Source: an optimization exercise on an open RTL-to-GDS flow (aim: small area, a short achievable clock period and few clock cycles per item). Production flows keep margins and buffers that such runs may drop. Where RTL was checked, it was by simulation tests only, not by an equivalence proof against the original. No functional check of the RTL was part of runs 4 and 5.

### flow/config.mk
export PLATFORM = sky130hd
export DESIGN_NAME = rvv_div_unit
export DESIGN_NICKNAME = rvv_div_unit
export VERILOG_FILES = /design/flow/design.v
export SDC_FILE = /design/flow/constraint.sdc
export NUM_CORES = 4
export LEC_CHECK = 0
export ABC_AREA = 1
export CAP_MARGIN = 20
export CORE_MARGIN = 2
export CORE_UTILIZATION = 40
export SETUP_SLACK_MARGIN = 3.0
export SLEW_MARGIN = 20
### flow/run.sh
#!/bin/bash
# synth_recipe.tcl (not shown) runs the flow's synth.tcl, then flattens the netlist and writes it again
# the make line also repeats each setting of config.mk as NAME=value (left out here)
make -C /OpenROAD-flow-scripts/flow DESIGN_CONFIG=/design/flow/config.mk WORK_HOME=/design/flow/orfs CLKGATE_MAP_FILE= SYNTH_SCRIPT=/design/flow/synth_recipe.tcl finish
### flow/design.v
`default_nettype none
package rvv_div_pkg;
  localparam int vlen_default    = 64;
  localparam int xlen            = 32;
  localparam int rob_depth_width = 4;
  localparam logic [1:0] eew8  = 2'd0;
  localparam logic [1:0] eew16 = 2'd1;
  localparam logic [1:0] eew32 = 2'd2;
  localparam logic [2:0] funct3_opmvv = 3'b010;
  localparam logic [2:0] funct3_opmvx = 3'b110;
  localparam logic [5:0] funct6_vdivu = 6'b100000;
  localparam logic [5:0] funct6_vdiv  = 6'b100001;
  localparam logic [5:0] funct6_vremu = 6'b100010;
  localparam logic [5:0] funct6_vrem  = 6'b100011;
endpackage
`default_nettype wire
`default_nettype none
module rvv_div_unit #(
  parameter int VLEN = 64
) (
  input  wire             clk,
  input  wire             rst_n,
  input  wire             uop_valid,
  input  wire  [5:0]      funct6,
  input  wire  [2:0]      funct3,
  input  wire  [1:0]      vs2_eew,
  input  wire  [VLEN-1:0] vs1_data,
  input  wire  [VLEN-1:0] vs2_data,
  input  wire  [31:0]     rs1_data,
  input  wire  [3:0]      rob_entry,
  input  wire             result_ready,
  input  wire             trap_flush,
  output logic            uop_ready,
  output logic            result_valid,
  output logic [VLEN-1:0] result_data,
  output logic [3:0]      result_rob_entry
);
  localparam int nb = VLEN / 8;
  localparam logic [1:0] st_idle = 2'd0;
  localparam logic [1:0] st_pre  = 2'd1;
  localparam logic [1:0] st_iter = 2'd2;
  localparam logic [1:0] st_post = 2'd3;
  logic [1:0]      state;
  logic            oval;
  logic [4:0]      cnt;
  logic [VLEN-1:0] a_q;     
  logic [VLEN-1:0] r_q;     
  logic [VLEN-1:0] b_q;     
  logic [1:0]      eew;
  logic            is_rem;
  logic            is_signed;
  logic            use_scalar;
  logic [3:0]      tag;
  logic [3:0]      otag;
  logic [nb-1:0]   nega;    
  logic [nb-1:0]   negb;    
  logic e8, e16, e32;
  assign e8  = (eew == 2'd0);
  assign e16 = (eew == 2'd1);
  assign e32 = !e8 && !e16;
  logic [nb-1:0] blsb;      
  always_comb begin
    for (int k = 0; k < nb; k++)
      blsb[k] = e8 || (e16 && (k % 2 == 0)) || (k % 4 == 0);
  end
  logic legal, accept, pre_go, iter_last;
  assign legal = ((funct3 == rvv_div_pkg::funct3_opmvv) ||
                  (funct3 == rvv_div_pkg::funct3_opmvx)) && (funct6[5:2] == 4'b1000);
  assign uop_ready = (state == st_idle) || (state == st_post);
  assign accept    = uop_valid && uop_ready && legal;
  assign pre_go    = (state == st_pre) && (!oval || result_ready);
  assign iter_last = (cnt == 5'd0);
  always_ff @(posedge clk or negedge rst_n) begin
    if (!rst_n) begin
      state <= st_idle;
      oval  <= 1'b0;
      cnt   <= '0;
    end else if (trap_flush) begin
      state <= st_idle;
      oval  <= 1'b0;
    end else begin
      if (oval && result_ready) oval <= 1'b0;
      case (state)
        st_idle: if (accept) state <= st_pre;
        st_pre: if (pre_go) begin
          state <= st_iter;
          cnt   <= e8 ? 5'd6 : e16 ? 5'd14 : 5'd30;
        end
        st_iter: begin
          cnt <= cnt - 5'd1;
          if (iter_last) state <= st_post;
        end
        default: begin
          state <= accept ? st_pre : st_idle;
          oval  <= 1'b1;
        end
      endcase
    end
  end
  logic [VLEN-1:0] nin, nout, lowor;
  logic [nb-1:0]   nctl, bor, abv;
  logic [nb-1:0]   sa, sb, negpost;
  logic [VLEN-1:0] bv;
  always_comb begin
    bv = b_q;
    if (use_scalar) begin
      if (e8)       bv = {nb{b_q[7:0]}};
      else if (e16) bv = {(nb/2){b_q[15:0]}};
    end
  end
  always_comb begin
    for (int k = 0; k < nb; k++) begin
      if (e8) begin
        sa[k] = a_q[k*8+7];
        sb[k] = bv[k*8+7];
      end else if (e16) begin
        sa[k] = a_q[(k/2)*16+15];
        sb[k] = bv[(k/2)*16+15];
      end else begin
        sa[k] = a_q[(k/4)*32+31];
        sb[k] = bv[(k/4)*32+31];
      end
      sa[k] = sa[k] && is_signed;
      sb[k] = sb[k] && is_signed;
      if (e8)
        negpost[k] = (nega[k] ^ negb[k]) && !(a_q[k*8+7] && a_q[k*8+6]);
      else if (e16)
        negpost[k] = (nega[k] ^ negb[k]) && !(a_q[(k/2)*16+15] && a_q[(k/2)*16+14]);
      else
        negpost[k] = (nega[k] ^ negb[k]) && !(a_q[(k/4)*32+31] && a_q[(k/4)*32+30]);
      if (is_rem) negpost[k] = nega[k];
    end
  end
  assign nin  = (state == st_post && is_rem) ? r_q : a_q;
  assign nctl = (state == st_pre) ? sa : negpost;
  always_comb begin
    for (int k = 0; k < nb; k++) begin
      bor[k] = |nin[k*8 +: 8];
      if (k == 0)       abv[k] = 1'b0;
      else if (blsb[k]) abv[k] = 1'b0;
      else              abv[k] = abv[(k+nb-1)%nb] | bor[(k+nb-1)%nb];
      for (int j = 0; j < 8; j++) begin
        if (j == 0) lowor[k*8+j] = abv[k];
        else        lowor[k*8+j] = lowor[k*8+j-1] | nin[(k*8+j+VLEN-1)%VLEN];
        nout[k*8+j] = nin[k*8+j] ^ (nctl[k] & lowor[k*8+j]);
      end
    end
  end
  logic [nb-1:0]   z7, z8, ones, bz, b1, pm, pq;
  logic [VLEN-1:0] a_pre, r_pre, b_pre;
  always_comb begin
    for (int k = 0; k < nb; k++) begin
      z7[k]   = ~|bv[k*8+1 +: 7];
      z8[k]   = z7[k] & ~bv[k*8];
      ones[k] = &bv[k*8 +: 8];
    end
    for (int k = 0; k < nb; k++) begin
      if (e8) begin
        bz[k] = z8[k];
        b1[k] = (z7[k] & bv[k*8]) | (is_signed & ones[k]);
        pm[k] = nout[k*8+7];
      end else if (e16) begin
        bz[k] = z8[k & ~1] & z8[k | 1];
        b1[k] = (z7[k & ~1] & bv[(k & ~1)*8] & z8[k | 1]) |
                (is_signed & ones[k & ~1] & ones[k | 1]);
        pm[k] = nout[(k/2)*16+15];
      end else begin
        bz[k] = z8[k & ~3] & z8[(k & ~3) + 1] & z8[(k & ~3) + 2] & z8[(k & ~3) + 3];
        b1[k] = (z7[k & ~3] & bv[(k & ~3)*8] &
                 z8[(k & ~3) + 1] & z8[(k & ~3) + 2] & z8[(k & ~3) + 3]) |
                (is_signed & ones[k & ~3] & ones[(k & ~3) + 1] &
                 ones[(k & ~3) + 2] & ones[(k & ~3) + 3]);
        pm[k] = nout[(k/4)*32+31];
      end
      pq[k] = bz[k] | (pm[k] & b1[k]);
    end
    for (int k = 0; k < nb; k++) begin
      for (int j = 0; j < 8; j++) begin
        if (j == 0 && blsb[k]) begin
          a_pre[k*8+j] = pq[k];
          r_pre[k*8+j] = pm[k] & ~b1[k];
        end else begin
          a_pre[k*8+j] = nout[(k*8+j+VLEN-1)%VLEN];
          r_pre[k*8+j] = 1'b0;
        end
        b_pre[k*8+j] = sb[k] ? bv[k*8+j] : ~bv[k*8+j];
      end
    end
  end
  logic [VLEN-1:0] x;         
  logic [nb-1:0]   rtop;      
  logic [9*nb:0]   xs, ys;
  logic [9*nb+1:0] ss;
  logic [nb-1:0]   cb, qb;
  logic [VLEN-1:0] a_it, r_it;
  always_comb begin
    for (int k = 0; k < nb; k++) begin
      for (int j = 0; j < 8; j++) begin
        if (j == 0 && blsb[k]) begin
          if (e8)       x[k*8+j] = a_q[k*8+7];
          else if (e16) x[k*8+j] = a_q[(k/2)*16+15];
          else          x[k*8+j] = a_q[(k/4)*32+31];
        end else begin
          x[k*8+j] = r_q[(k*8+j+VLEN-1)%VLEN];
        end
      end
      if (e8)       rtop[k] = r_q[k*8+7];
      else if (e16) rtop[k] = r_q[(k/2)*16+15];
      else          rtop[k] = r_q[(k/4)*32+31];
    end
    for (int k = 0; k < nb; k++) begin
      xs[9*k]           = blsb[k] ? ~negb[k] : 1'b1;
      ys[9*k]           = blsb[k] ? ~negb[k] : 1'b0;
      xs[9*k+1 +: 8]    = x[k*8 +: 8];
      ys[9*k+1 +: 8]    = b_q[k*8 +: 8];
    end
    xs[9*nb] = 1'b0;
    ys[9*nb] = 1'b0;
    ss = {1'b0, xs} + {1'b0, ys};
    for (int k = 0; k < nb; k++)
      cb[k] = ss[9*(k+1)] ^ xs[9*(k+1)] ^ ys[9*(k+1)];
    for (int k = 0; k < nb; k++) begin
      if (e8)       qb[k] = rtop[k] | cb[k];
      else if (e16) qb[k] = rtop[k] | cb[k | 1];
      else          qb[k] = rtop[k] | cb[k | 3];
    end
    for (int k = 0; k < nb; k++) begin
      for (int j = 0; j < 8; j++) begin
        r_it[k*8+j] = qb[k] ? ss[9*k+1+j] : x[k*8+j];
        if (j == 0 && blsb[k]) a_it[k*8+j] = qb[k];
        else                   a_it[k*8+j] = a_q[(k*8+j+VLEN-1)%VLEN];
      end
    end
  end
  always_ff @(posedge clk) begin
    if (uop_ready) begin
      a_q        <= vs2_data;
      b_q        <= funct3[2] ? {rs1_data, rs1_data} : vs1_data;
      eew        <= vs2_eew;
      is_rem     <= funct6[1];
      is_signed  <= funct6[0];
      use_scalar <= funct3[2];
      tag        <= rob_entry;
    end else if (pre_go) begin
      a_q  <= a_pre;
      b_q  <= b_pre;
      nega <= sa;
      negb <= sb;
    end else if (state == st_iter) begin
      a_q <= a_it;
    end
    if (pre_go)                  r_q <= r_pre;
    else if (state == st_iter)   r_q <= r_it;
    else if (state == st_post)   r_q <= nout;
    if (state == st_post) otag <= tag;
  end
  assign result_valid     = oval;
  assign result_data      = r_q;
  assign result_rob_entry = otag;
endmodule
`default_nettype wire
### flow/constraint.sdc
create_clock -name core_clock -period 6.0 [get_ports {clk}]
set_input_delay 1.2000 -clock core_clock [delete_from_list [all_inputs] [get_ports {clk}]]
set_output_delay 1.2000 -clock core_clock [all_outputs]
set_load 0.01 [all_outputs]
==> impl_metrics.toml, run 1 <==
[floorplan]
start_util = 0.4050
num_rows = 83
die_y_um = 231.9
core-area_um2 = 51300
ios = 250
die_x_um = 231.9
dieArea_um2 = 53780

[cells_and_area]
fin_util = 0.5606
regArea_um2 = 6304
fin_cells = 4238
fillCellCount = 4989
final_cell_area_um2 = 28760
multi_input_comb_area_um2 = 14670
area_growth_pct = 38.41
nNetsFinal = 3786
num_antenna_cells = 0
drive_gt1_frac = 0.2026

[logic_synthesis]
async_flop_share = 0.03493
yosysTopAreaCell = "edfxtp_1"
syn_nets = 3390
synth_edf_count = 165
synth_top_family_by_area = "simple AND/OR/NAND/NOR gates"
yosys_warnings = 1
synth.distinct_cells = 70
syn_area_per_cell_um2 = 6.623
yosysMostFrequentCell = "nand2_1"
synthFlopType = "edfxtp_1"
synthXorXnorAreaFrac = 0.04932
netlist_instances = 3137
yosys.area_share.simple = 0.3277
muxShareOfSynthArea = 0.0004818
synth_compound_area_frac = 0.1888
synthAdderAreaFrac = 0.04468
ys_seq_area_frac = 0.3021
syn_area_um2 = 20780
ys_seq_elements = 229
synth_top_area_share = 0.2385
synthTopCellsByArea = "edfxtp_1, nand2_1, nand3_1"
synth_common_cells = "nand2_1, inv_1, nor2_1"

[sta]
period_minus_slack_ns = 3.274
setup_ws_ns = 2.726
relSlewSlack = 0.2908
finalSetupTns_ns = 0
slew_viol_final = 0
skew_ns = 0.01722
max_freq_mhz = 305.5
finalCritPeriodShare = 0.5456
rsz0062_at_grt = "yes"
setup_violations = 0
finalHoldViolCount = 0
tightestPinTransition_ns = 1.063

[setup_path]
end_kind = "register"
r2r_slack_ns = 2.73
cp_data_required_time_ns = 6.49
path_max_fanout = 6
ff2ff_path_depth = 21
startpoint_type = "register"
cp.arrival_ns = 3.76
crit_type = "reg -> reg"

[clock_network]
clkSinkCount = 229
cts_hold_buf = 0
cts_tree = "done"
cts_max_path_buffers = 3
clk_pin_slew_worst_paths_ns = 0.06
numCtsBuffers = 31
clock_latency_ns = 0.61
clk_root_buffer_cell = "clkbuf_16"
htreeDepth = 1

[global_routing]
grt_pass1_vias = 22853
grt_pass1_wl_um = 146300
grt_usage = 0.3642
overflow = 0
grt_max_degree = 81
antenna_found_initial = 1

[hold_path]
holdCritPathClass = "reg -> reg"
hold-path-cell-count = 0

[placed_design]
place_ws_ns = 1.582
dp_cells = 3976
hpwl_um = 74820
place_area_um2 = 23970
place.gp.congestion = 0.9759
numPortBuffers = 249

[detailed_routing]
dr.pass1.iters = 6
drtAntennaViolNets = 0
vias_per_cell = 5.875
drc = 0
drt_iter0_markers = 3161
wl_per_cell_um = 24.21
vias = 24897
drt-total-wl_um = 102600

[status]
outcome = "timing/DRC/antenna clean"

[job]
cap_violations = 0
==> layer usage <==
metal	part of all wire	GRT usage	up-vias
met1	0.42	0.5227	11608
met3	0.11	0.06078	233
met5	0	0	-
met2	0.42	0.5453	1629
met4	0.042	0.1350	0
li1	-	-	11427
==> flip-flops by register name, indices dropped and copies added (netlist names) <==
| signal | cells |
|---|---|
| oval | 1 |
| tag | 4 |
| otag | 4 |
| negb | 8 |
| is_rem | 1 |
| a_q | 64 |
| r_q | 64 |
| eew | 2 |
| state | 2 |
| b_q | 64 |
| is_signed | 1 |
| use_scalar | 1 |
| nega | 8 |
| cnt | 5 |
==> worst paths after layout <==
kind / end / from
setup reg to reg: r_q[36] / eew[1]
max in group asynchronous: state[1] / rst_n
setup / recovery: r_q[36] / eew[1]
min in group asynchronous: oval / rst_n
hold / removal: otag[0] / tag[0]
hold reg to reg: otag[0] / tag[0]
==> stage by stage <==
stage | hold slack (ns)
floorplan | 0.4003
global placement | 0.4048
detailed placement | 0.4092
CTS | 0.4244
global route | 0.4287
finish | 0.4233
==> timing repair <==
item                       in CTS  in global routing
buffers inserted              126                 55
pin swaps                      77                 83
setup endpoints to repair     322                247
cloned                         19                  4
resized for setup             302                204
==> final cells by class <==
| class | instances | area share |
|---|---|---|
| repair inverters | 2 | 0.0005221 |
| well taps | 680 | 0.02959 |
| clock inverters | 9 | 0.002088 |
| multi-input cells | 2465 | 0.5102 |
| clock buffers | 49 | 0.03363 |
| inverters | 341 | 0.04608 |
| repair buffers | 463 | 0.1587 |
| flip-flops and latches | 229 | 0.2192 |
==> cells in the final DEF, fill, tap and decap left out, types with 19 or more instances in the layout <==
cell type	instances
nand3_1	220
nand2_4	19
nand2_1	852
buf_6	24
a21oi_2	29
clkbuf_16	37
a31oi_1	20
nand4_1	54
clkdlybuf4s50_1	248
dfxtp_1	36
nand3_2	35
buf_4	165
o211ai_1	42
nand2_2	66
o21ai_0	150
nor2_4	39
inv_1	294
ha_1	62
a32oi_1	19
o21ai_2	52
o21ai_1	63
xor2_1	66
nor2_1	210
a21oi_1	147
nor2_2	29
edfxtp_1	165
dfxtp_2	20
inv_2	36
xnor2_1	43
==> cell families (layout without fill, tap and decap cells) <==
| logic type | count (synthesis) | in the layout |
|---|---|---|
| DFF | 229 | 229 |
| muxes | 1 | 1 |
| and+or+nand+nor | 1602 | 1616 |
| adders and majority gates | 73 | 73 |
| xor gates and xnor gates | 117 | 117 |
| AOI/OAI and AO/OA | 658 | 658 |
| buffers and inverters | 457 | 864 |
==> worst max-delay path, cell delays in order, from the launching register on <==
cell and delay (ns):
edfxtp_1 0.40, buf_6 0.15, nor2_4 0.09, buf_12 0.15
buf_6 0.11, nor2_4 0.04, o21ai_2 0.13, o21ai_2 0.10
ha_4 0.31, nand2_4 0.06, nor2_4 0.12, nand2_2 0.09
nor4b_4 0.33, nand3_2 0.18, nand2_4 0.17, nand2_8 0.10
buf_4 0.16, buf_6 0.11, nand3_2 0.05, nand2_1 0.07
a21oi_2 0.14, o21ai_1 0.07
Testbench counts, summed over its fixed seeds: cycles 36,840, items 1,920.
==> run 2, diff against run 1 <==
--- a/flow/config.mk
+++ b/flow/config.mk
@@ -5,7 +5,6 @@
 export SDC_FILE = /design/flow/constraint.sdc
 export NUM_CORES = 4
 export LEC_CHECK = 0
-export ABC_AREA = 1
 export CAP_MARGIN = 20
 export CORE_MARGIN = 2
 export CORE_UTILIZATION = 40
==> impl_metrics.toml, run 2 <==
[status]
outcome = "timing/DRC/antenna clean"

[placed_design]
dp_cells = 3267
numPortBuffers = 249
place.gp.congestion = 0.9617
place_ws_ns = 1.382
hpwl_um = 63810
place_area_um2 = 23710

[hold_path]
min_from = "tag[1]"
hold-path-cell-count = 0
holdCritPathClass = "reg -> reg"

[global_routing]
antenna_found_initial = 1
grt_max_degree = 92
grt_pass1_wl_um = 134800
grt_pass1_vias = 20817
overflow = 0
grt_usage = 0.3326

[setup_path]
critPathLaunch = "a_q[15]"
cp_common_cell = "a211o_1"
critical-path-slowest-cell = "edfxtp_1"
cp_data_required_time_ns = 6.35
startpoint_type = "register"
crit_type = "reg -> reg"
ff2ff_path_depth = 14
cp.arrival_ns = 4.10
crit_chain = "mux2_4 > mux2i_4 > fa_2 > nand2b_4 > a211o_1 > a211oi_2 > a211o_1 > a21bo_4 > a31o_4 > a311o_2 > buf_4 > buf_8 > o31ai_1 > o2bb2ai_1"
worstReg2RegStart = "a_q[15]"
end_kind = "register"
path_max_fanout = 10
critPathMaxStageDelay_ns = 0.52

[cells_and_area]
regArea_um2 = 6299
area_growth_pct = 44.03
final_common_cell = "clkdlybuf4s50_1"
nNetsFinal = 3135
layout_common_cells = "clkdlybuf4s50_1, nand2_1, a21oi_1, buf_4, nor2_1"
fillCellCount = 4348
multi_input_comb_area_um2 = 15620
drive_gt1_frac = 0.2585
final_cell_area_um2 = 29540
num_antenna_cells = 0
fin_cells = 3577
largestRegisters = "a_q: 64 flops, b_q: 64 flops, r_q: 64 flops"
fin_util = 0.5865

[sta]
relSlewSlack = 0.3140
period_minus_slack_ns = 3.749
rsz0062_at_grt = "yes"
setup_violations = 0
finalCritPeriodShare = 0.6248
max_freq_mhz = 266.8
setup_ws_ns = 2.251
slew_viol_final = 0
finalSetupTns_ns = 0
tightestPinTransition_ns = 1.020
skew_ns = 0.02638
finalHoldViolCount = 0
whs_ns = 0.4204

[logic_synthesis]
yosysMostFrequentCell = "a21oi_1"
yosysTopAreaCell = "edfxtp_1"
syn_area_per_cell_um2 = 8.352
ys_seq_area_frac = 0.3059
syn_area_um2 = 20510
netlist_instances = 2456
yosys_warnings = 1
synthFlopType = "edfxtp_1"
ys_seq_elements = 229
synth.distinct_cells = 94
syn_nets = 2709
synth_edf_count = 165
synth_common_cells = "a21oi_1, nand2_1, nor2_1"
async_flop_share = 0.03493
synthTopCellsByArea = "edfxtp_1, mux2i_1, a21oi_1"
synth_top_area_share = 0.2415

[clock_network]
clk_root_buffer_cell = "clkbuf_16"
clkSinkCount = 229
cts_max_path_buffers = 3
clk_pin_slew_worst_paths_ns = 0.06
cts_tree = "done"
htreeDepth = 1
clock_latency_ns = 0.61
numCtsBuffers = 30

[floorplan]
die_x_um = 230.5
ios = 250
die_y_um = 230.5
core-area_um2 = 50380
dieArea_um2 = 53110
start_util = 0.4072
num_rows = 82

[detailed_routing]
vias = 22616
drc = 0
dr.pass1.iters = 6
drt-total-wl_um = 93770
drtAntennaViolNets = 0
drt_iter0_markers = 2900
wl_per_cell_um = 26.22
vias_per_cell = 6.323

[job]
cap_violations = 0
## run 2: cell types whose count changed after synthesis, sizes merged, moves of 45 or more
| cell | change |
|---|---|
| xnor2 | +47 |
| a21oi | +89 |
| nor2b | +51 |
| mux2i | +181 |
| nand3 | -217 |
| inv | -291 |
| a211oi | +45 |
| o21ai | -107 |
| nand2 | -693 |
| nor2 | -70 |
## run 2: final timing paths
| check | to | slack [ns] |
|---|---|---|
| max | a_q[24] | 2.25 |
| min | otag[1] | 0.42 |
| max reg2reg | a_q[24] | 2.25 |
| min reg2reg | otag[1] | 0.42 |
| max in group asynchronous | state[1] | 4.68 |
| min in group asynchronous | oval | 0.93 |
## run 2: final cells by class
class                      instances  share of cell area
inverter                          46            0.007030
sequential                       229              0.2132
clock inverter                     2           0.0004658
tap                              672             0.02846
multi-input combinational       2031              0.5288
clock buffer                      53             0.03642
timing repair buffer             544              0.1857
## run 2: cells by family after synthesis
family | Yosys count | synth area share
DFF | 229 | 0.3059
AOI/OAI and AO/OA | 794 | 0.2467
and+or+nand+nor | 783 | 0.1856
buffers and inverters | 201 | 0.04056
adders and majority gates | 73 | 0.04526
muxes | 217 | 0.1080
xor gates and xnor gates | 159 | 0.06789
## run 2: routing by layer
layer | GRT usage | part of all wire | vias to the layer above
met4 | 0.1111 | 0.040 | 2
met3 | 0.06769 | 0.11 | 228
met1 | 0.4826 | 0.43 | 10866
li1 | - | - | 10052
met2 | 0.4899 | 0.42 | 1468
met5 | 0 | 0.00018 | -
## run 2: worst max-delay path, delay by kind of cell (launching register included)
kind	cells	cell delay [ns]
AOI/OAI and AO/OA	8	1.76
and+or+nand+nor	1	0.12
adders and majority gates	1	0.24
DFF	1	0.52
muxes	2	0.54
buffers and inverters	2	0.30
## run 2: repair_timing
item / in CTS / in global routing
gates resized for setup: 311 / 252
setup buffers: 160 / 79
endpoints found under the setup margin: 251 / 189
pin swaps: 140 / 147
cloned: 12 / 3
hold buffers: 0 / 0
==> run 3, diff against run 2 <==
--- a/flow/config.mk
+++ b/flow/config.mk
@@ -8,5 +8,4 @@
 export CAP_MARGIN = 20
 export CORE_MARGIN = 2
 export CORE_UTILIZATION = 40
-export SETUP_SLACK_MARGIN = 3.0
 export SLEW_MARGIN = 20
==> impl_metrics.toml, run 3 <==
[cells_and_area]
final_common_cell = "a21oi_1"
largestRegisters = "a_q: 64 flops, b_q: 64 flops, r_q: 64 flops"
area_growth_pct = 19.94
drive_gt1_frac = 0.06984
nNetsFinal = 2878
fin_util = 0.4884
layout_common_cells = "a21oi_1, nand2_1, clkdlybuf4s50_1, nor2_1, mux2i_1"
num_antenna_cells = 0
fillCellCount = 4829
fin_cells = 3321

[sta]
relSlewSlack = 0.2616
period_minus_slack_ns = 4.928
finalSetupTns_ns = 0
setup_violations = 0
skew_ns = 0.02947
slew_viol_final = 0
max_freq_mhz = 202.9
tightestPinTransition_ns = 1.077
rsz0062_at_grt = "no"
whs_ns = 0.4262
finalCritPeriodShare = 0.8213
finalHoldViolCount = 0

[clock_network]
ctsResizeCount = 0
cts_tree = "done"
clkSinkCount = 229
htreeDepth = 1
clk_pin_slew_worst_paths_ns = 0.07
clk_root_buffer_cell = "clkbuf_16"
cts_max_path_buffers = 3
numCtsBuffers = 30
cts_setup_buffers = 0
clock_latency_ns = 0.61
cts_hold_buf = 0

[logic_synthesis]
async_flop_share = 0.03493
syn_nets = 2709
syn_area_per_cell_um2 = 8.352
yosys_warnings = 1
yosysMostFrequentCell = "a21oi_1"
synth.distinct_cells = 94
synthTopCellsByArea = "edfxtp_1, mux2i_1, a21oi_1"
ys_seq_area_frac = 0.3059
synth_edf_count = 165
synth_common_cells = "a21oi_1, nand2_1, nor2_1"
synthFlopType = "edfxtp_1"
synth_top_area_share = 0.2415
netlist_instances = 2456
syn_area_um2 = 20510
ys_seq_elements = 229
yosysTopAreaCell = "edfxtp_1"

[detailed_routing]
drt-total-wl_um = 84200
wl_per_cell_um = 25.35
vias_per_cell = 6.220
dr.pass1.iters = 5
drc = 0
drt_iter0_markers = 2297
drtAntennaViolNets = 0
vias = 20658

[hold_path]
holdCritPathClass = "reg -> reg"
hold-path-cell-count = 0
min_from = "tag[0]"

[floorplan]
num_rows = 82
core-area_um2 = 50380
die_x_um = 230.5
ios = 250
dieArea_um2 = 53110
die_y_um = 230.5
start_util = 0.4072

[setup_path]
critPathLaunch = "eew[0]"
cp.arrival_ns = 5.46
path_max_fanout = 18
startpoint_type = "register"
end_kind = "register"
crit_type = "reg -> reg"
cp_data_required_time_ns = 6.53
ff2ff_path_depth = 13
worstReg2RegStart = "eew[0]"

[global_routing]
grt_usage = 0.3075
overflow = 0
grt_max_degree = 95
grt_pass1_wl_um = 124400
grt_pass1_vias = 19339
antenna_found_initial = 2

[placed_design]
hpwl_um = 64110
numPortBuffers = 249
place.gp.congestion = 0.9495
dp_cells = 3265

[status]
outcome = "timing/DRC/antenna clean"

[job]
cap_violations = 0
run 3: final timing paths:
check                      endpoint  slack [ns]
max in group asynchronous  state[1]        4.81
setup reg to reg            r_q[61]        1.07
hold reg to reg             otag[0]        0.43
hold / removal              otag[0]        0.43
setup / recovery            r_q[61]        1.07
min in group asynchronous    cnt[3]        0.90
run 3: final cells by class:
type	count	area, um2	share of cell area
Sequential cell	229	6276	0.2551
Clock buffer	41	864.6	0.03514
Inverter	46	172.7	0.007018
Tap cell	672	840.8	0.03417
Timing Repair Buffer	292	2825	0.1148
Clock inverter	15	163.9	0.006662
Multi-Input combinational cell	2026	13460	0.5471
run 3: cell families (layout without fill, tap and decap cells):
kind of cell | count (synthesis) | count (layout) | synth area share
compound gates | 794 | 794 | 0.2467
mux | 217 | 217 | 0.1080
fa+ha+maj | 73 | 73 | 0.04526
xor+xnor | 159 | 159 | 0.06789
buf+inv | 201 | 394 | 0.04056
simple gates | 783 | 783 | 0.1856
flops | 229 | 229 | 0.3059
run 3: critical path, cell delays in order (launching register included):
cell,delay (ns)
edfxtp_1,0.77
mux2i_1,0.33
a21o_1,0.23
inv_1,0.07
ha_1,0.26
nor2b_1,0.14
o31ai_1,0.42
a21oi_1,0.26
a22oi_1,0.38
a21oi_1,0.20
o41a_1,0.50
a41o_1,0.30
o311ai_0,0.73
o211a_1,0.25
run 3: layer usage:
| layer | vias up | GRT usage | routed length, um | share of wire |
|---|---|---|---|---|
| met3 | 130 | 0.08078 | 9374 | 0.11 |
| met1 | 9838 | 0.4570 | 38640 | 0.46 |
| li1 | 9547 | - | - | - |
| met5 | - | 0 | 25 | 0.00030 |
| met4 | 4 | 0.09032 | 2415 | 0.029 |
| met2 | 1139 | 0.4312 | 33740 | 0.40 |
run 3: through the flow:
stage	setup WS, ns	instance area [um2]
2_1_floorplan	1.427	20510
3_3_place_gp	1.253	23570
3_5_place_dp	1.221	23570
4_1_cts	1.162	24600
5_1_grt	0.6824	24600
6_report	1.072	24600
==> run 4, diff against run 3 <==
--- a/flow/design.v
+++ b/flow/design.v
@@ -46,7 +46,8 @@
   logic [VLEN-1:0] a_q;     
   logic [VLEN-1:0] r_q;     
   logic [VLEN-1:0] b_q;     
-  logic [1:0]      eew;
+  logic            e8, e16, e32;    
+  logic [nb-1:0]   din;     
   logic            is_rem;
   logic            is_signed;
   logic            use_scalar;
@@ -54,10 +55,6 @@
   logic [3:0]      otag;
   logic [nb-1:0]   nega;    
   logic [nb-1:0]   negb;    
-  logic e8, e16, e32;
-  assign e8  = (eew == 2'd0);
-  assign e16 = (eew == 2'd1);
-  assign e32 = !e8 && !e16;
   logic [nb-1:0] blsb;      
   always_comb begin
     for (int k = 0; k < nb; k++)
@@ -84,7 +81,8 @@
         st_idle: if (accept) state <= st_pre;
         st_pre: if (pre_go) begin
           state <= st_iter;
-          cnt   <= e8 ? 5'd6 : e16 ? 5'd14 : 5'd30;
+          if (skip) cnt <= e8 ? 5'd3 : e16 ? 5'd7 : 5'd15;
+          else      cnt <= e8 ? 5'd6 : e16 ? 5'd14 : 5'd30;
         end
         st_iter: begin
           cnt <= cnt - 5'd1;
@@ -187,19 +185,66 @@
       end
     end
   end
+  logic [nb-1:0]   bbig;      
+  logic            skip;
+  logic [VLEN-1:0] a_skp, r_skp;
+  logic [nb-1:0]   din_skp;
+  always_comb begin
+    for (int k = 0; k < nb; k++) begin
+      if (e8)
+        bbig[k] = sb[k] ? ~&bv[k*8+4 +: 4] : |bv[k*8+4 +: 4];
+      else if (e16)
+        bbig[k] = sb[k] ? ~ones[k | 1] : ~z8[k | 1];
+      else
+        bbig[k] = sb[k] ? ~(ones[(k & ~3) + 2] & ones[(k & ~3) + 3])
+                        : ~(z8[(k & ~3) + 2] & z8[(k & ~3) + 3]);
+    end
+    skip = &bbig;
+    for (int i = 0; i < VLEN; i++) begin
+      if (e8) begin
+        a_skp[i] = (i % 8 >= 4)   ? nout[(i + VLEN - 4) % VLEN]  : 1'b0;
+        r_skp[i] = (i % 8 < 4)    ? nout[(i + 4) % VLEN]         : 1'b0;
+      end else if (e16) begin
+        a_skp[i] = (i % 16 >= 8)  ? nout[(i + VLEN - 8) % VLEN]  : 1'b0;
+        r_skp[i] = (i % 16 < 8)   ? nout[(i + 8) % VLEN]         : 1'b0;
+      end else begin
+        a_skp[i] = (i % 32 >= 16) ? nout[(i + VLEN - 16) % VLEN] : 1'b0;
+        r_skp[i] = (i % 32 < 16)  ? nout[(i + 16) % VLEN]        : 1'b0;
+      end
+    end
+    for (int k = 0; k < nb; k++) begin
+      if (e8)       din_skp[k] = nout[k*8+3];
+      else if (e16) din_skp[k] = nout[(k/2)*16+7];
+      else          din_skp[k] = nout[(k/4)*32+15];
+    end
+  end
   logic [VLEN-1:0] x;         
   logic [nb-1:0]   rtop;      
-  logic [9*nb:0]   xs, ys;
-  logic [9*nb+1:0] ss;
+  logic [9*nb-1:0] xs, ys;
+  logic [36:0]     ssl, ssh;
+  logic [9*nb:0]   ss;
   logic [nb-1:0]   cb, qb;
   logic [VLEN-1:0] a_it, r_it;
+  logic [nb-1:0]   din_pre, din_it;
+  always_comb begin
+    for (int k = 0; k < nb; k++) begin
+      if (e8) begin
+        din_pre[k] = nout[k*8+6];
+        din_it[k]  = a_q[k*8+6];
+      end else if (e16) begin
+        din_pre[k] = nout[(k/2)*16+14];
+        din_it[k]  = a_q[(k/2)*16+14];
+      end else begin
+        din_pre[k] = nout[(k/4)*32+30];
+        din_it[k]  = a_q[(k/4)*32+30];
+      end
+    end
+  end
   always_comb begin
     for (int k = 0; k < nb; k++) begin
       for (int j = 0; j < 8; j++) begin
         if (j == 0 && blsb[k]) begin
-          if (e8)       x[k*8+j] = a_q[k*8+7];
-          else if (e16) x[k*8+j] = a_q[(k/2)*16+15];
-          else          x[k*8+j] = a_q[(k/4)*32+31];
+          x[k*8+j] = din[k];
         end else begin
           x[k*8+j] = r_q[(k*8+j+VLEN-1)%VLEN];
         end
@@ -214,11 +259,11 @@
       xs[9*k+1 +: 8]    = x[k*8 +: 8];
       ys[9*k+1 +: 8]    = b_q[k*8 +: 8];
     end
-    xs[9*nb] = 1'b0;
-    ys[9*nb] = 1'b0;
-    ss = {1'b0, xs} + {1'b0, ys};
+    ssl = {1'b0, xs[35:0]} + {1'b0, ys[35:0]};
+    ssh = {1'b0, xs[71:36]} + {1'b0, ys[71:36]};
+    ss  = {ssh, ssl[35:0]};
     for (int k = 0; k < nb; k++)
-      cb[k] = ss[9*(k+1)] ^ xs[9*(k+1)] ^ ys[9*(k+1)];
+      cb[k] = (k == nb / 2 - 1) ? ssl[36] : ss[9*(k+1)];
     for (int k = 0; k < nb; k++) begin
       if (e8)       qb[k] = rtop[k] | cb[k];
       else if (e16) qb[k] = rtop[k] | cb[k | 1];
@@ -236,20 +281,24 @@
     if (uop_ready) begin
       a_q        <= vs2_data;
       b_q        <= funct3[2] ? {rs1_data, rs1_data} : vs1_data;
-      eew        <= vs2_eew;
+      e8         <= (vs2_eew == rvv_div_pkg::eew8);
+      e16        <= (vs2_eew == rvv_div_pkg::eew16);
+      e32        <= (vs2_eew != rvv_div_pkg::eew8) && (vs2_eew != rvv_div_pkg::eew16);
       is_rem     <= funct6[1];
       is_signed  <= funct6[0];
       use_scalar <= funct3[2];
       tag        <= rob_entry;
     end else if (pre_go) begin
-      a_q  <= a_pre;
+      a_q  <= skip ? a_skp : a_pre;
       b_q  <= b_pre;
       nega <= sa;
       negb <= sb;
     end else if (state == st_iter) begin
       a_q <= a_it;
     end
-    if (pre_go)                  r_q <= r_pre;
+    if (pre_go)                  din <= skip ? din_skp : din_pre;
+    else if (state == st_iter)   din <= din_it;
+    if (pre_go)                  r_q <= skip ? r_skp : r_pre;
     else if (state == st_iter)   r_q <= r_it;
     else if (state == st_post)   r_q <= nout;
     if (state == st_post) otag <= tag;
--- a/flow/config.mk
+++ b/flow/config.mk
@@ -5,7 +5,9 @@
 export SDC_FILE = /design/flow/constraint.sdc
 export NUM_CORES = 4
 export LEC_CHECK = 0
+export ABC_AREA = 1
 export CAP_MARGIN = 20
 export CORE_MARGIN = 2
 export CORE_UTILIZATION = 40
+export SETUP_SLACK_MARGIN = 3.0
 export SLEW_MARGIN = 20
==> impl_metrics.toml, run 4 <==
[status]
outcome = "timing/DRC/antenna clean"

[logic_synthesis]
synth_top_area_share = 0.3057
muxShareOfSynthArea = 0.002225
ys_seq_area_frac = 0.3146
synthXorXnorAreaFrac = 0.04550
syn_area_um2 = 22490
synthAdderAreaFrac = 0.04127
synthFlopType = "edfxtp_1"
yosysMostFrequentCell = "nand2_1"
synthTopCellsByArea = "edfxtp_1, nand2_1, o21ai_0"
syn_area_per_cell_um2 = 6.659
yosys_warnings = 1
synth_top_family_by_area = "simple AND/OR/NAND/NOR gates"
yosys.area_share.simple = 0.2976
async_flop_share = 0.03376
synth_compound_area_frac = 0.2107
synth_common_cells = "nand2_1, inv_1, o21ai_0"
netlist_instances = 3378
ys_seq_elements = 237
synth.distinct_cells = 60
synth_edf_count = 229
yosysTopAreaCell = "edfxtp_1"
syn_nets = 3631

[cells_and_area]
final_common_cell = "nand2_1"
nNetsFinal = 4174
fin_cells = 4696
final_cell_area_um2 = 34310
fin_util = 0.6203
drive_gt1_frac = 0.2691
area_growth_pct = 52.51
largestRegisters = "a_q: 64 flops, b_q: 64 flops, r_q: 64 flops"
layout_common_cells = "nand2_1, inv_1, buf_4, clkdlybuf4s50_1, edfxtp_1"

[sta]
finalSetupTns_ns = 0
period_minus_slack_ns = 3.693
finalHoldViolCount = 0
rsz0062_at_grt = "yes"
setup_violations = 0
slew_viol_final = 0
tightestPinTransition_ns = 0.9628
finalCritPeriodShare = 0.6155
max_freq_mhz = 270.8
skew_ns = 0.01092
relSlewSlack = 0.3581

[global_routing]
overflow = 0
grt_usage = 0.4345
antenna_found_initial = 4
grt_pass1_wl_um = 183600
grt_pass1_vias = 27466
grt_max_degree = 81

[placed_design]
place_area_um2 = 25860
hpwl_um = 87840
dp_cells = 4261
numPortBuffers = 249
place.gp.congestion = 0.9963

[setup_path]
crit_type = "reg -> reg"
cp_data_required_time_ns = 6.49
startpoint_type = "register"
cp.arrival_ns = 4.18
path_max_fanout = 6
end_kind = "register"

[clock_network]
clock_latency_ns = 0.62
htreeDepth = 1
clk_pin_slew_worst_paths_ns = 0.06
clk_root_buffer_cell = "clkbuf_16"
cts_hold_buf = 0
numCtsBuffers = 31
cts_max_path_buffers = 3
clkSinkCount = 237
cts_tree = "done"

[detailed_routing]
drtAntennaViolNets = 0
vias = 29771
drt_iter0_markers = 4430
drc = 0
wl_per_cell_um = 28.37
vias_per_cell = 6.340
drt-total-wl_um = 133200
dr.pass1.iters = 6

[hold_path]
holdCritPathClass = "reg -> reg"

[floorplan]
dieArea_um2 = 58150
ios = 250
num_rows = 86
core-area_um2 = 55310
start_util = 0.4067
die_x_um = 241.1
die_y_um = 241.1

[job]
cap_violations = 0
==> run 4: changes by cell type in the layout (fill, tap and decap cells not counted), sizes merged, moves of 56 or more <==
cell	previous run	this run
nand2	250	1032
buf	44	375
inv	47	347
mux2i	182	5
o21ai	169	339
nand3	43	207
nor2	205	287
edfxtp	165	229
a21oi	274	217
o211ai	13	70
dfxtp	56	0
==> run 4: layout make-up <==
cell class	count	area [um2]
Fill cell	4965	21000
Multi-Input combinational cell	2659	16870
Timing Repair Buffer	639	6895
Timing Repair inverter	4	58.81
Sequential cell	237	7079
Clock inverter	16	113.9
Tap cell	748	935.9
Antenna cell	2	5.005
Inverter	349	1446
Clock buffer	42	899.6
==> run 4: through the flow <==
step	setup WS (ns)	hold slack [ns]
after floorplan	2.543	0.4003
after global placement	1.021	0.4049
after detailed placement	1.023	0.4063
after CTS	2.551	0.4329
after global routing	2.293	0.4385
final	2.307	0.4302
==> run 4: path summary, 6_finish.rpt <==
kind                         from        to  slack [ns]  cells past startpoint
hold reg to reg            tag[2]   otag[2]        0.43                      0
hold / removal             tag[2]   otag[2]        0.43                      0
min in group asynchronous   rst_n      oval        0.87                      1
max in group asynchronous   rst_n  state[1]        4.83                      1
setup / recovery              e16   r_q[40]        2.31                     22
setup reg to reg              e16   r_q[40]        2.31                     22
==> run 4: logic make-up (layout without fill, tap and decap cells) <==
logic type,count (synthesis),after routing
mux,5,5
fa+ha+maj,73,73
buf+inv,506,1050
simple gates,1626,1650
other cells,0,2
compound gates,815,815
xor+xnor,116,116
flops,237,237
==> run 4: metal layers <==
metal	up-vias	routed length [um]	GRT usage
li1	12668	-	-
met1	13952	50000	0.5745
met2	2492	53510	0.6257
met3	651	18730	0.1272
met4	8	10850	0.2579
met5	-	124	0
==> run 4: worst max-delay path, cell delays in order (launching register included) <==
cell and delay (ns):
edfxtp_1 0.43, buf_6 0.16, buf_12 0.12, inv_8 0.06
buf_12 0.10, nand2_8 0.06, nand2_8 0.09, nand2_4 0.07
ha_4 0.27, inv_4 0.04, nor2_4 0.09, inv_4 0.06
nor2_4 0.14, inv_2 0.07, nor2_4 0.12, nand4_1 0.28
o2111ai_4 0.26, o21ai_4 0.12, nand2_4 0.14, nand2_8 0.08
o211ai_1 0.44, o211ai_1 0.20, nand2_1 0.11
==> run 4: what timing repair did <==
action,in CTS,in global routing
cloned,41,13
pin swaps,191,144
buffers inserted,252,69
endpoints found under the setup margin,361,332
gates resized for setup,702,272
==> run 5, diff against run 4 <==
--- a/flow/design.v
+++ b/flow/design.v
@@ -15,6 +15,37 @@
 endpackage
 `default_nettype wire
 `default_nettype none
+module div_add #(
+  parameter int N = 37
+) (
+  input  wire  [N-1:0] x,
+  input  wire  [N-1:0] y,
+  output logic [N:0]   s
+);
+  localparam int lv = $clog2(N);
+  logic [N-1:0] g [lv+1];
+  logic [N-1:0] p [lv+1];
+  always_comb begin
+    g[0] = x & y;
+    p[0] = x ^ y;
+    for (int l = 0; l < lv; l++) begin
+      for (int i = 0; i < N; i++) begin
+        if (((i >> l) & 1) == 1) begin
+          g[l+1][i] = g[l][i] | (p[l][i] & g[l][((i >> l) << l) - 1]);
+          p[l+1][i] = p[l][i] & p[l][((i >> l) << l) - 1];
+        end else begin
+          g[l+1][i] = g[l][i];
+          p[l+1][i] = p[l][i];
+        end
+      end
+    end
+    s[0] = p[0][0];
+    for (int i = 1; i < N; i++) s[i] = p[0][i] ^ g[lv][i-1];
+    s[N] = g[lv][N-1];
+  end
+endmodule
+`default_nettype wire
+`default_nettype none
 module rvv_div_unit #(
   parameter int VLEN = 64
 ) (
@@ -55,6 +86,8 @@
   logic [3:0]      otag;
   logic [nb-1:0]   nega;    
   logic [nb-1:0]   negb;    
+  logic [nb-1:0]   spx;     
+  logic [nb-1:0]   spy;     
   logic [nb-1:0] blsb;      
   always_comb begin
     for (int k = 0; k < nb; k++)
@@ -186,6 +219,7 @@
     end
   end
   logic [nb-1:0]   bbig;      
+  logic [nb-1:0]   za, oa, asml;
   logic            skip;
   logic [VLEN-1:0] a_skp, r_skp;
   logic [nb-1:0]   din_skp;
@@ -199,7 +233,20 @@
         bbig[k] = sb[k] ? ~(ones[(k & ~3) + 2] & ones[(k & ~3) + 3])
                         : ~(z8[(k & ~3) + 2] & z8[(k & ~3) + 3]);
     end
-    skip = &bbig;
+    for (int k = 0; k < nb; k++) begin
+      za[k] = ~|a_q[k*8 +: 8];
+      oa[k] = &a_q[k*8 +: 8];
+    end
+    for (int k = 0; k < nb; k++) begin
+      if (e8)
+        asml[k] = sa[k] ? (&a_q[k*8+3 +: 5]) : ~|a_q[k*8+4 +: 4];
+      else if (e16)
+        asml[k] = sa[k] ? (oa[k | 1] & a_q[(k & ~1)*8+7]) : za[k | 1];
+      else
+        asml[k] = sa[k] ? (oa[(k & ~3) + 2] & oa[(k & ~3) + 3] & a_q[(k & ~3)*8+15])
+                        : (za[(k & ~3) + 2] & za[(k & ~3) + 3]);
+    end
+    skip = &(bbig | (asml & ~bz));
     for (int i = 0; i < VLEN; i++) begin
       if (e8) begin
         a_skp[i] = (i % 8 >= 4)   ? nout[(i + VLEN - 4) % VLEN]  : 1'b0;
@@ -254,13 +301,11 @@
       else          rtop[k] = r_q[(k/4)*32+31];
     end
     for (int k = 0; k < nb; k++) begin
-      xs[9*k]           = blsb[k] ? ~negb[k] : 1'b1;
-      ys[9*k]           = blsb[k] ? ~negb[k] : 1'b0;
+      xs[9*k]           = spx[k];
+      ys[9*k]           = spy[k];
       xs[9*k+1 +: 8]    = x[k*8 +: 8];
       ys[9*k+1 +: 8]    = b_q[k*8 +: 8];
     end
-    ssl = {1'b0, xs[35:0]} + {1'b0, ys[35:0]};
-    ssh = {1'b0, xs[71:36]} + {1'b0, ys[71:36]};
     ss  = {ssh, ssl[35:0]};
     for (int k = 0; k < nb; k++)
       cb[k] = (k == nb / 2 - 1) ? ssl[36] : ss[9*(k+1)];
@@ -277,6 +322,8 @@
       end
     end
   end
+  div_add #(.N(36)) u_addl (.x(xs[35:0]),  .y(ys[35:0]),  .s(ssl));
+  div_add #(.N(36)) u_addh (.x(xs[71:36]), .y(ys[71:36]), .s(ssh));
   always_ff @(posedge clk) begin
     if (uop_ready) begin
       a_q        <= vs2_data;
@@ -293,6 +340,8 @@
       b_q  <= b_pre;
       nega <= sa;
       negb <= sb;
+      spx  <= ~(blsb & sb);
+      spy  <= blsb & ~sb;
     end else if (state == st_iter) begin
       a_q <= a_it;
     end
==> impl_metrics.toml, run 5 <==
[status]
outcome = "timing/DRC/antenna clean"

[setup_path]
path_max_fanout = 7
crit_type = "reg -> reg"
cp_top_family = "simple AND/OR/NAND/NOR gates"
critical-path-slowest-cell = "edfxtp_1"
cp_common_cell = "nand2_2"
reg2reg_to = "a_q[60]"
cp.arrival_ns = 3.97
cp_data_required_time_ns = 6.32
crit_chain = "inv_4 > nor2_8 > buf_12 > nand2_2 > o21ai_2 > nand4_1 > nor2_4 > nand2_2 > o21ai_2 > nand2_1 > nand3_1 > nand2_1 > nand2_2 > inv_2 > nand2_4 > nor2_4 > buf_12 > buf_12 > buf_16 > nand2_2 > o21ai_2 > nand2_1 > nand3_1"
end_kind = "register"
worstReg2RegStart = "use_scalar"
startpoint_type = "register"
r2r_slack_ns = 2.34
crit_buf_inv = 6
critPathMaxStageDelay_ns = 0.57
ff2ff_path_depth = 23

[sta]
relSlewSlack = 0.3189
slew_viol_final = 0
skew_ns = 0.03046
finalHoldViolCount = 0
max_freq_mhz = 273.6
tightestPinTransition_ns = 1.014
setup_violations = 0
rsz0062_at_grt = "yes"
whs_ns = 0.4200
finalCritPeriodShare = 0.6092
period_minus_slack_ns = 3.655
finalSetupTns_ns = 0

[detailed_routing]
vias = 28867
wl_per_cell_um = 26.28
drt_iter0_markers = 4925
drt-total-wl_um = 124000
drtAntennaViolNets = 0
dr.pass1.iters = 9
vias_per_cell = 6.116
drc = 0

[placed_design]
place.gp.congestion = 0.9853
hpwl_um = 78100
numPortBuffers = 249
place_area_um2 = 26570

[logic_synthesis]
ys_seq_area_frac = 0.3234
synth.distinct_cells = 60
synth_compound_area_frac = 0.1708
synthFlopType = "edfxtp_1"
yosys.area_share.simple = 0.3212
yosysTopAreaCell = "edfxtp_1"
ys_seq_elements = 251
synth_common_cells = "nand2_1, inv_1, nor2_1"
synth_top_family_by_area = "simple AND/OR/NAND/NOR gates"
yosysMostFrequentCell = "nand2_1"
syn_area_um2 = 23180
syn_area_per_cell_um2 = 6.786
synth_top_area_share = 0.3148
synthTopCellsByArea = "edfxtp_1, nand2_1, inv_1"
synthXorXnorAreaFrac = 0.04119
syn_nets = 3683
async_flop_share = 0.03187
synth_edf_count = 243
synthAdderAreaFrac = 0.05085
yosys_warnings = 4
muxShareOfSynthArea = 0.0009176
netlist_instances = 3416

[job]
cap_violations = 0

[floorplan]
num_rows = 88
ios = 250
dieArea_um2 = 59890
core-area_um2 = 57480
die_x_um = 244.7
die_y_um = 244.7
start_util = 0.4033

[global_routing]
antenna_found_initial = 7
grt_pass1_wl_um = 172800
grt_usage = 0.3875
overflow = 0
grt_max_degree = 65
grt_pass1_vias = 26187

[cells_and_area]
largestRegisters = "a_q: 64 flops, b_q: 64 flops, r_q: 64 flops"
multi_input_comb_area_um2 = 16760
drive_gt1_frac = 0.2665
area_growth_pct = 49.58
nNetsFinal = 4196
final_common_cell = "nand2_1"
regArea_um2 = 7498
fillCellCount = 4979
num_antenna_cells = 0
final_cell_area_um2 = 34670
layout_common_cells = "nand2_1, inv_1, clkdlybuf4s50_1, edfxtp_1, buf_4"

[clock_network]
clk_pin_slew_worst_paths_ns = 0.06
cts_hold_buf = 0
cts_max_path_buffers = 3
numCtsBuffers = 34
clk_root_buffer_cell = "clkbuf_16"
cts_tree = "done"
htreeDepth = 2
clkSinkCount = 251
clock_latency_ns = 0.58

[hold_path]
min_from = "tag[1]"
holdCritPathClass = "reg -> reg"
hold_path_end = "otag[1]"
hold-path-cell-count = 0
run 5: changes by cell type after synthesis, sizes merged, moves of 10 or more:
cell,before,now
nor2,279,264
o211ai,70,86
nor3,26,41
o21ai,339,287
edfxtp,229,243
inv,348,363
fa,2,12
nand2,1022,1123
nand3,207,240
nand4,47,61
clkbuf,100,90
o2111ai,21,3
a21oi,217,159
run 5: routing by layer:
metal  track usage  vias to the layer above  routed length [um]  share of wire
met2        0.5508                     2449               50110           0.40
met1        0.5241                    13252               46470           0.37
met4        0.2254                       14                9250          0.075
met5             0                        -                  77        0.00062
met3        0.1075                      574               18120           0.15
li1              -                    12578                   -              -
run 5: timing repair:
| action | 4_1_cts | 5_1_grt |
|---|---|---|
| pin swaps | 155 | 154 |
| cloned | 42 | 4 |
| setup endpoints to repair | 352 | 313 |
| buffers inserted | 217 | 77 |
| gates resized for setup | 575 | 337 |
run 5: how the worst max path moves through the flow:
stage | startpoint | end | slack [ns] | cells past startpoint
floorplan | e8 | r_q[28] | 2.53 | 20
CTS | is_rem | a_q[40] | 2.53 | 24
detailed placement | e16 | r_q[18] | 0.94 | 21
finish | use_scalar | a_q[60] | 2.34 | 23
global route | use_scalar | r_q[16] | 2.28 | 24
global placement | e16 | r_q[18] | 1.02 | 21
run 5: cells by family after synthesis:
kind of cell | Yosys count
AND/OR/NAND/NOR | 1770
AO/OA/AOI/OAI | 672
buffers and inverters | 525
flip-flops | 251
XOR/XNOR | 109
multiplexers | 2
adder cells (fa/ha/maj) | 87
run 5: final cells by class:
cell class | instances | share of cell area
repair buffers | 614 | 0.1956
multi-input cells | 2656 | 0.4835
well taps | 765 | 0.02761
repair inverters | 3 | 0.0007217
flip-flops and latches | 251 | 0.2163
clock inverters | 21 | 0.005810
inverters | 369 | 0.04338
clock buffers | 41 | 0.02714
run 5: through the flow:
step,setup slack (ns),std cells,utilization
final,2.345,4720,0.6033
after detailed placement,0.9431,4318,0.4623
after global placement,1.021,4317,0.4619
after CTS,2.532,4639,0.5691
after global routing,2.282,4720,0.6033
after floorplan,2.534,3416,-

-- what the ideal ports hide --
Ports are ideal in the flow. The routed layouts listed here were re-timed in OpenROAD. Step 1, drivers: a clkbuf_16 drives clk and a buf_2 each remaining input, both assumed. Step 2, shift: input delay + t, output delay - t, t = (earliest + latest rising clock arrival at the registers) / 2. This alone moves slack from input paths to output paths. Three values: ideal, step 1, step 2; two values: the first two.
run | t, ns | setup slack, ns | pins driven straight from the clock port
run 1 | 0.660 | 2.726 / 2.726 / 2.377 | 1
run 2 | 0.655 | 2.251 / 2.251 / 2.251 | 1
run 3 | 0.657 | 1.072 / 1.072 / 1.072 | 1
run 4 | 0.681 | 2.307 / 2.307 / 1.929 | 1
run 5 | 0.629 | 2.345 / 2.345 / 2.225 | 1
After both steps setup and hold are still met in every run listed. For run 4, which loses most, drivers alone change the setup slack by 0.000 ns; drivers and shift together by -0.378 ns.
